Background: an optimization exercise with open tools, aiming at small area, a short achievable clock period and few clock cycles per item. Do not read the settings as production practice. At most, simulation tests tie the RTL to the original design; equivalence was not proved.

==> v13 <==
Design sha1_cumulative_part_digest, start of the top module:
module sha1_cumulative_part_digest (
    input  wire logic        i_clk,
    input  wire logic        i_rst_n,
    input  wire logic        psel,
    input  wire logic        penable,
    input  wire logic        pwrite,
    input  wire logic [2:0]  paddr,
    input  wire logic [31:0] pwdata,
    output logic [31:0]      prdata,
    output logic             pready,
    input  wire logic        i_push,
    output logic             o_full,
    input  wire logic [63:0] i_data_word,
    input  wire logic [3:0]  i_bytes_valid,
    input  wire logic        i_last_of_file,
    output logic             o_empty,
    input  wire logic        i_pop,
    output logic [31:0]      o_hash_a,
    output logic [31:0]      o_hash_b,
    output logic [31:0]      o_hash_c,
    output logic [31:0]      o_hash_d,
    output logic [31:0]      o_hash_e,
    output logic [31:0]      o_part_number,
    output logic [60:0]      o_end_offset,
    output logic             o_is_final,
    output logic             o_status
);
clock: 10.0 ns
lec_check: 0
abc_area: 1
cap_margin: 20
core_margin: 2
core_utilization: 40
cts_buf_list: sky130_fd_sc_hd__clkbuf_4 sky130_fd_sc_hd__clkbuf_8
place_density: 0.6
setup_slack_margin: 5
slew_margin: 20
run.sh (not shown) runs the stock make flow with config.mk's settings and CLKGATE_MAP_FILE= SYNTH_SCRIPT=/design/flow/synth_recipe.tcl, a recipe that flattens the netlist after the stock synthesis.
==> v22: changes against v13 <==
--- a/flow/design.v
+++ b/flow/design.v
@@ -74,16 +74,15 @@
         if (!i_rst_n) begin
             r_psize <= scpd_pkg::PART_SIZE_RESET;
         end else if (psel && penable && pwrite && !paddr[2]) begin
             r_psize <= pwdata[26:0];
         end
     end
     logic [5:0]  r_c;
-    logic [1:0]  r_phn;              
-    logic        r_fch, r_fmaj;      
+    logic [1:0]  r_ph, r_phn;        
     logic        r_run;
     logic [31:0] w [16];
     logic [31:0] r_a, r_b, r_cc, r_d;
     logic [31:0] r_ekw, r_ekw1;      
     logic [31:0] h [5];
     logic        r_f;                
     logic        r_run_res, r_run_fin;
@@ -98,19 +97,21 @@
     logic [1:0]  r_pkind;
     logic [31:0] r_opart;
     logic [60:0] r_oend;
     logic        r_ofinal, r_ostatus, r_ovalid, r_oshown;
     logic       tail, wr_opp, acc_ok, accept, wr_gen, wr, is_empty, complete, load;
     logic [2:0] s;
     logic [3:0] js;
+    logic [2:0] q;
     logic [3:0] nb;
     assign tail   = r_run && (r_c >= 6'd34);
     assign s      = 3'd1 - r_c[2:0];          
     assign js     = {1'b0, r_wj} + {1'b0, s};
-    assign wr_opp = !r_wfull && (js[2:0] == 3'd7) && (!r_run || tail);
+    assign q      = js[2:0];
+    assign wr_opp = !r_wfull && (r_run ? (tail && !js[3]) : 1'b1);
     assign acc_ok = wr_opp && !r_gact && !r_pend && !r_fdone;
     assign o_full = !acc_ok;
     assign accept = i_push && acc_ok;
     assign wr_gen = wr_opp && r_gact;
     assign wr     = accept || wr_gen;
     assign nb       = (!i_last_of_file || i_bytes_valid > 4'd8) ? 4'd8 : i_bytes_valid;
     assign is_empty = i_last_of_file && (nb == 4'd0) && (r_total == 61'd0);
@@ -176,40 +177,45 @@
             2'd0:    k = scpd_pkg::K0;
             2'd1:    k = scpd_pkg::K1;
             2'd2:    k = scpd_pkg::K2;
             default: k = scpd_pkg::K3;
         endcase
         kof = k;
     endfunction
-    function automatic logic [31:0] fof(input logic ch, input logic maj, input logic [31:0] x,
+    function automatic logic [31:0] fof(input logic [1:0] ph, input logic [31:0] x,
                                         input logic [31:0] y, input logic [31:0] z);
         logic [31:0] f;
-        if (ch)       f = (x & y) | (~x & z);
-        else if (maj) f = (x & y) | (x & z) | (y & z);
-        else          f = x ^ y ^ z;
+        unique case (ph)
+            2'd0:    f = (x & y) | (~x & z);
+            2'd2:    f = (x & y) | (x & z) | (y & z);
+            default: f = x ^ y ^ z;
+        endcase
         fof = f;
     endfunction
     assign kn   = c41 ? scpd_pkg::K0 : kof(r_phn);
-    assign f1   = fof(r_fch, r_fmaj, r_b, r_cc, r_d);
-    assign f2   = fof(r_fch, r_fmaj, r_a, {r_b[1:0], r_b[31:2]}, r_cc);
+    assign f1   = fof(r_ph, r_b, r_cc, r_d);
+    assign f2   = fof(r_ph, r_a, {r_b[1:0], r_b[31:2]}, r_cc);
     assign t1   = {r_a[26:0], r_a[31:27]} + f1 + r_ekw;
     assign z2   = f2 + r_ekw1;
     assign t2   = {t1[26:0], t1[31:27]} + z2;
     assign wn0  = {w[13][30:0] ^ w[8][30:0] ^ w[2][30:0] ^ w[0][30:0],
                    w[13][31] ^ w[8][31] ^ w[2][31] ^ w[0][31]};
     assign wn1  = {w[14][30:0] ^ w[9][30:0] ^ w[3][30:0] ^ w[1][30:0],
                    w[14][31] ^ w[9][31] ^ w[3][31] ^ w[1][31]};
     always_ff @(posedge i_clk) begin
-        for (int i = 0; i < 14; i++) w[i] <= w[i+2];
-        if (wr_opp) begin
-            w[14] <= wdata[63:32];
-            w[15] <= wdata[31:0];
-        end else begin
-            w[14] <= sched ? wn0 : w[0];
-            w[15] <= sched ? wn1 : w[1];
+        for (int i = 0; i < 16; i++) begin
+            if (wr_opp && (q == 3'(i / 2))) begin
+                w[i] <= (i % 2 == 0) ? wdata[63:32] : wdata[31:0];
+            end else if (i == 14) begin
+                w[14] <= sched ? wn0 : w[0];
+            end else if (i == 15) begin
+                w[15] <= sched ? wn1 : w[1];
+            end else begin
+                w[i] <= w[i+2];
+            end
         end
         if (c41) begin
             r_a  <= lb[0];
             r_b  <= lb[1];
             r_cc <= lb[2];
             r_d  <= lb[3];
         end else begin
@@ -234,17 +240,16 @@
     assign popping = i_pop && r_oshown;
     assign xfer    = r_pend && (!r_ovalid || popping);
     assign clr     = r_fdone && !r_pend && !r_gact;
     always_ff @(posedge i_clk) begin
         if (!i_rst_n) begin
             r_run     <= 1'b0;
             r_c       <= 6'd34;
+            r_ph      <= 2'd0;
             r_phn     <= 2'd0;
-            r_fch     <= 1'b1;
-            r_fmaj    <= 1'b0;
             r_f       <= 1'b1;
             r_run_res <= 1'b0;
             r_run_fin <= 1'b0;
             r_wj      <= 3'd0;
             r_wfull   <= 1'b0;
             r_blk_res <= 1'b0;
             r_blk_fin <= 1'b0;
@@ -271,20 +276,18 @@
                 end else begin
                     r_c <= 6'd34;
                 end
             end else begin
                 r_c <= r_c + 6'd1;
             end
             if (load) begin
-                r_phn  <= 2'd0;
-                r_fch  <= 1'b1;
-                r_fmaj <= 1'b0;
+                r_ph  <= 2'd0;
+                r_phn <= 2'd0;
             end else if (r_run) begin
-                r_fch  <= (r_phn == 2'd0);
-                r_fmaj <= (r_phn == 2'd2);
+                r_ph <= r_phn;
                 if (r_c == 6'd8 || r_c == 6'd18 || r_c == 6'd28) r_phn <= r_phn + 2'd1;
             end
             if (wr && !(accept && is_empty)) begin
                 r_wj <= r_wj + 3'd1;
                 if (r_wj == 3'd7) begin
                     r_blk_res <= res7;
                     r_blk_fin <= fin7;
CTS_BUF_LIST = default   (was sky130_fd_sc_hd__clkbuf_4 sky130_fd_sc_hd__clkbuf_8)
==> v17: changes against v13 <==
--- a/flow/design.v
+++ b/flow/design.v
@@ -14,34 +14,14 @@
     localparam logic [31:0] K0 = 32'h5A827999;
     localparam logic [31:0] K1 = 32'h6ED9EBA1;
     localparam logic [31:0] K2 = 32'h8F1BBCDC;
     localparam logic [31:0] K3 = 32'hCA62C1D6;
 endpackage
 `default_nettype wire
 `default_nettype none
-module scpd_inc #(
-    parameter int unsigned W = 8
-) (
-    input  wire logic [W-1:0] a,
-    output logic [W-1:0]      y,
-    output logic              co
-);
-    logic [W:0] c;
-    always_comb begin
-        c[0] = 1'b1;
-        for (int i = 0; i < W; i++) begin
-            if (i % 4 == 0 && i + 4 <= W) c[i+4] = c[i] & (&a[i +: 4]);
-            if (i % 4 != 3 || i + 1 > W - (W % 4)) c[i+1] = c[i] & a[i];
-        end
-        y  = a ^ c[W-1:0];
-        co = c[W];
-    end
-endmodule
-`default_nettype wire
-`default_nettype none
 module sha1_cumulative_part_digest (
     input  wire logic        i_clk,
     input  wire logic        i_rst_n,
     input  wire logic        psel,
     input  wire logic        penable,
     input  wire logic        pwrite,
     input  wire logic [2:0]  paddr,
@@ -74,16 +54,15 @@
         if (!i_rst_n) begin
             r_psize <= scpd_pkg::PART_SIZE_RESET;
         end else if (psel && penable && pwrite && !paddr[2]) begin
             r_psize <= pwdata[26:0];
         end
     end
     logic [5:0]  r_c;
-    logic [1:0]  r_phn;              
-    logic        r_fch, r_fmaj;      
+    logic [1:0]  r_ph, r_phn;        
     logic        r_run;
     logic [31:0] w [16];
     logic [31:0] r_a, r_b, r_cc, r_d;
     logic [31:0] r_ekw, r_ekw1;      
     logic [31:0] h [5];
     logic        r_f;                
     logic        r_run_res, r_run_fin;
@@ -98,42 +77,37 @@
     logic [1:0]  r_pkind;
     logic [31:0] r_opart;
     logic [60:0] r_oend;
     logic        r_ofinal, r_ostatus, r_ovalid, r_oshown;
     logic       tail, wr_opp, acc_ok, accept, wr_gen, wr, is_empty, complete, load;
     logic [2:0] s;
     logic [3:0] js;
+    logic [2:0] q;
     logic [3:0] nb;
     assign tail   = r_run && (r_c >= 6'd34);
     assign s      = 3'd1 - r_c[2:0];          
     assign js     = {1'b0, r_wj} + {1'b0, s};
-    assign wr_opp = !r_wfull && (js[2:0] == 3'd7) && (!r_run || tail);
+    assign q      = js[2:0];
+    assign wr_opp = !r_wfull && (r_run ? (tail && !js[3]) : 1'b1);
     assign acc_ok = wr_opp && !r_gact && !r_pend && !r_fdone;
     assign o_full = !acc_ok;
     assign accept = i_push && acc_ok;
     assign wr_gen = wr_opp && r_gact;
     assign wr     = accept || wr_gen;
     assign nb       = (!i_last_of_file || i_bytes_valid > 4'd8) ? 4'd8 : i_bytes_valid;
     assign is_empty = i_last_of_file && (nb == 4'd0) && (r_total == 61'd0);
     logic [60:0] tp8, tot_n;
     logic [31:0] pc_inc;
     logic [27:0] bc_inc;
     logic [26:0] bsz;
     logic        part_hit;
-    logic [57:0] tw_i;
-    logic [31:0] pc_i;
-    logic [26:0] bc_i;
-    logic        tw_co, pc_co, bc_co;
-    scpd_inc #(.W(58)) u_inc_total (.a(r_total[60:3]), .y(tw_i), .co(tw_co));
-    scpd_inc #(.W(32)) u_inc_parts (.a(r_pcount), .y(pc_i), .co(pc_co));
-    scpd_inc #(.W(27)) u_inc_blocks (.a(r_bcnt), .y(bc_i), .co(bc_co));
-    assign tp8    = tw_co ? scpd_pkg::TOTAL_MAX : {tw_i, r_total[2:0]};
+    assign tp8    = (&r_total[60:3]) ? scpd_pkg::TOTAL_MAX : r_total + 61'd8;
     assign tot_n  = (nb == 4'd8) ? tp8 : {r_total[60:3], r_total[2:0] | nb[2:0]};
-    assign pc_inc = pc_co ? r_pcount : pc_i;
-    assign bc_inc = {bc_co, bc_i};
+    assign pc_inc = (&r_pcount) ? r_pcount : r_pcount + 32'd1;
+    assign bc_inc = {1'b0, r_bcnt} + 28'd1;
     always_comb begin
         if (r_psize == 27'd0)                         bsz = 27'd1;
         else if (r_psize > scpd_pkg::PART_SIZE_MAX)   bsz = scpd_pkg::PART_SIZE_MAX;
         else                                          bsz = r_psize;
     end
     assign part_hit = (bc_inc >= {1'b0, bsz});
     logic [63:0] pin, gword, wdata;
@@ -147,104 +121,103 @@
     assign gword = r_gmark ? {8'h80, 56'd0} : ((r_wj == 3'd7) ? {r_total, 3'b000} : 64'd0);
     assign wdata = r_gact ? gword : pin;
     logic res7, fin7;
     assign res7 = r_gact ? !r_gmark : (!i_last_of_file && part_hit);
     assign fin7 = r_gact && !r_gmark;
     assign complete = r_wfull || ((r_wj == 3'd7) && wr);
     assign load     = !r_run && (r_c == 6'd41) && complete && (!r_oshown || i_pop);
-    logic        c41, sched, hp_sh, hq_sh;
-    logic [31:0] xp, xq, ivp, ivq, sp, sq;
+    logic        c41, add, add4, sched;
     logic [31:0] kn, f1, f2, t1, t2, z2, wn0, wn1;
     logic [31:0] lb [5];             
+    logic [31:0] hb [5];             
     assign c41   = !r_run && (r_c == 6'd41);
+    assign add   = r_run && (r_c == 6'd40);
+    assign add4  = r_run && (r_c == 6'd39);
     assign sched = r_run && (r_c < 6'd32);
     assign lb[0] = r_f ? scpd_pkg::IV_A : h[0];
     assign lb[1] = r_f ? scpd_pkg::IV_B : h[1];
     assign lb[2] = r_f ? scpd_pkg::IV_C : h[2];
     assign lb[3] = r_f ? scpd_pkg::IV_D : h[3];
     assign lb[4] = r_f ? scpd_pkg::IV_E : h[4];
-    assign hp_sh = r_run && (r_c >= 6'd38) && (r_c <= 6'd40);
-    assign hq_sh = r_run && (r_c >= 6'd39) && (r_c <= 6'd40);
-    assign xp    = (r_c == 6'd40) ? r_a : {r_a[1:0], r_a[31:2]};
-    assign xq    = (r_c == 6'd40) ? r_b : {r_b[1:0], r_b[31:2]};
-    assign ivp   = (r_c == 6'd38) ? scpd_pkg::IV_E : ((r_c == 6'd39) ? scpd_pkg::IV_C : scpd_pkg::IV_A);
-    assign ivq   = (r_c == 6'd39) ? scpd_pkg::IV_D : scpd_pkg::IV_B;
-    assign sp    = (r_f ? ivp : h[4]) + xp;
-    assign sq    = (r_f ? ivq : h[3]) + xq;
+    assign hb[0] = (r_f && add)  ? scpd_pkg::IV_A : h[0];
+    assign hb[1] = (r_f && add)  ? scpd_pkg::IV_B : h[1];
+    assign hb[2] = (r_f && add)  ? scpd_pkg::IV_C : h[2];
+    assign hb[3] = (r_f && add)  ? scpd_pkg::IV_D : h[3];
+    assign hb[4] = (r_f && add4) ? scpd_pkg::IV_E : h[4];
     function automatic logic [31:0] kof(input logic [1:0] ph);
         logic [31:0] k;
         unique case (ph)
             2'd0:    k = scpd_pkg::K0;
             2'd1:    k = scpd_pkg::K1;
             2'd2:    k = scpd_pkg::K2;
             default: k = scpd_pkg::K3;
         endcase
         kof = k;
     endfunction
-    function automatic logic [31:0] fof(input logic ch, input logic maj, input logic [31:0] x,
+    function automatic logic [31:0] fof(input logic [1:0] ph, input logic [31:0] x,
                                         input logic [31:0] y, input logic [31:0] z);
         logic [31:0] f;
-        if (ch)       f = (x & y) | (~x & z);
-        else if (maj) f = (x & y) | (x & z) | (y & z);
-        else          f = x ^ y ^ z;
+        unique case (ph)
+            2'd0:    f = (x & y) | (~x & z);
+            2'd2:    f = (x & y) | (x & z) | (y & z);
+            default: f = x ^ y ^ z;
+        endcase
         fof = f;
     endfunction
     assign kn   = c41 ? scpd_pkg::K0 : kof(r_phn);
-    assign f1   = fof(r_fch, r_fmaj, r_b, r_cc, r_d);
-    assign f2   = fof(r_fch, r_fmaj, r_a, {r_b[1:0], r_b[31:2]}, r_cc);
+    assign f1   = fof(r_ph, r_b, r_cc, r_d);
+    assign f2   = fof(r_ph, r_a, {r_b[1:0], r_b[31:2]}, r_cc);
     assign t1   = {r_a[26:0], r_a[31:27]} + f1 + r_ekw;
     assign z2   = f2 + r_ekw1;
     assign t2   = {t1[26:0], t1[31:27]} + z2;
     assign wn0  = {w[13][30:0] ^ w[8][30:0] ^ w[2][30:0] ^ w[0][30:0],
                    w[13][31] ^ w[8][31] ^ w[2][31] ^ w[0][31]};
     assign wn1  = {w[14][30:0] ^ w[9][30:0] ^ w[3][30:0] ^ w[1][30:0],
                    w[14][31] ^ w[9][31] ^ w[3][31] ^ w[1][31]};
     always_ff @(posedge i_clk) begin
-        for (int i = 0; i < 14; i++) w[i] <= w[i+2];
-        if (wr_opp) begin
-            w[14] <= wdata[63:32];
-            w[15] <= wdata[31:0];
-        end else begin
-            w[14] <= sched ? wn0 : w[0];
-            w[15] <= sched ? wn1 : w[1];
+        for (int i = 0; i < 16; i++) begin
+            if (wr_opp && (q == 3'(i / 2))) begin
+                w[i] <= (i % 2 == 0) ? wdata[63:32] : wdata[31:0];
+            end else if (i == 14) begin
+                w[14] <= sched ? wn0 : w[0];
+            end else if (i == 15) begin
+                w[15] <= sched ? wn1 : w[1];
+            end else begin
+                w[i] <= w[i+2];
+            end
         end
         if (c41) begin
             r_a  <= lb[0];
             r_b  <= lb[1];
             r_cc <= lb[2];
             r_d  <= lb[3];
         end else begin
             r_a  <= t2;
             r_b  <= t1;
             r_cc <= {r_a[1:0], r_a[31:2]};
             r_d  <= {r_b[1:0], r_b[31:2]};
         end
         r_ekw  <= (c41 ? lb[4] : r_cc) + kn + w[2];
         r_ekw1 <= (c41 ? lb[3] : {r_b[1:0], r_b[31:2]}) + kn + w[3];
-        if (hp_sh) begin
-            h[0] <= sp;
-            h[2] <= h[0];
-            h[4] <= h[2];
-        end
-        if (hq_sh) begin
-            h[1] <= sq;
-            h[3] <= h[1];
-        end
+        h[0] <= hb[0] + (add  ? r_a  : 32'd0);
+        h[1] <= hb[1] + (add  ? r_b  : 32'd0);
+        h[2] <= hb[2] + (add  ? r_cc : 32'd0);
+        h[3] <= hb[3] + (add  ? r_d  : 32'd0);
+        h[4] <= hb[4] + (add4 ? r_cc : 32'd0);
     end
     logic popping, xfer, clr;
     assign popping = i_pop && r_oshown;
     assign xfer    = r_pend && (!r_ovalid || popping);
     assign clr     = r_fdone && !r_pend && !r_gact;
     always_ff @(posedge i_clk) begin
         if (!i_rst_n) begin
             r_run     <= 1'b0;
             r_c       <= 6'd34;
+            r_ph      <= 2'd0;
             r_phn     <= 2'd0;
-            r_fch     <= 1'b1;
-            r_fmaj    <= 1'b0;
             r_f       <= 1'b1;
             r_run_res <= 1'b0;
             r_run_fin <= 1'b0;
             r_wj      <= 3'd0;
             r_wfull   <= 1'b0;
             r_blk_res <= 1'b0;
             r_blk_fin <= 1'b0;
@@ -271,20 +244,18 @@
                 end else begin
                     r_c <= 6'd34;
                 end
             end else begin
                 r_c <= r_c + 6'd1;
             end
             if (load) begin
-                r_phn  <= 2'd0;
-                r_fch  <= 1'b1;
-                r_fmaj <= 1'b0;
+                r_ph  <= 2'd0;
+                r_phn <= 2'd0;
             end else if (r_run) begin
-                r_fch  <= (r_phn == 2'd0);
-                r_fmaj <= (r_phn == 2'd2);
+                r_ph <= r_phn;
                 if (r_c == 6'd8 || r_c == 6'd18 || r_c == 6'd28) r_phn <= r_phn + 2'd1;
             end
             if (wr && !(accept && is_empty)) begin
                 r_wj <= r_wj + 3'd1;
                 if (r_wj == 3'd7) begin
                     r_blk_res <= res7;
                     r_blk_fin <= fin7;
@@ -316,15 +287,15 @@
             end
             if (xfer) r_pend <= 1'b0;
             if (clr) r_fdone <= 1'b0;
             if (popping) begin
                 r_ovalid <= 1'b0;
                 r_oshown <= 1'b0;
             end
-            if (r_run && r_c == 6'd40 && r_run_res) r_oshown <= 1'b1;
+            if (add && r_run_res) r_oshown <= 1'b1;
             if (xfer) begin
                 r_ovalid <= 1'b1;
                 r_oshown <= (r_pkind == scpd_pkg::KIND_EMPTY);
             end
         end
     end
     always_ff @(posedge i_clk) begin
CTS_BUF_LIST = default   (was sky130_fd_sc_hd__clkbuf_4 sky130_fd_sc_hd__clkbuf_8)
==> comparison <==
- The highest global-route usage belongs to v17, the lowest to v13.
- Between v17 and v13, the lower synthesized cell count is in v13 (gap 37%, measured against v13).
- Flip-flop and latch count is the same in v17 and v22.
- Sequential share of layout area, lowest first: v17, v22, v13.
- Between v17 and v22, the lower synthesized area is in v22 (gap 6.8%, measured against v22).
Testbench counts of v13, summed over its fixed seeds: cycles 32,966, bytes 47,624.
Testbench counts of v22, summed over its fixed seeds: cycles 32,966, bytes 47,624.
Only the layout flow was run in v17; the RTL was not checked for function there.

-- static timing again, ports no longer ideal --
In the flow no input, the clock included, has a driving cell. The finished layouts below were timed again as built, in two steps. Step 1 sets driving cells, clkbuf_16 on the clock port and buf_2 on the other inputs (assumed; they add their load-dependent delay and slew). Step 2 times the ports against the registers' clock, not the clock port: input delays grow and output delays shrink by t, the midpoint of the rising clock arrivals with the driver on. Three values: ideal ports, drivers, drivers and shift; two values: the first two.
run | t (ns) | slack for setup (ns) | worst setup path at the end | worst data-port slew with drivers (ns)
v13 | 0.994 | 4.660 / 4.660 / 4.660 | register to register | 0.07
v22 | 0.869 | 4.342 / 4.342 / 4.342 | register to register | 0.14
v17 | 0.849 | 4.474 / 4.474 / 4.474 | register to register | 0.07
After both steps every run listed still meets setup and hold.
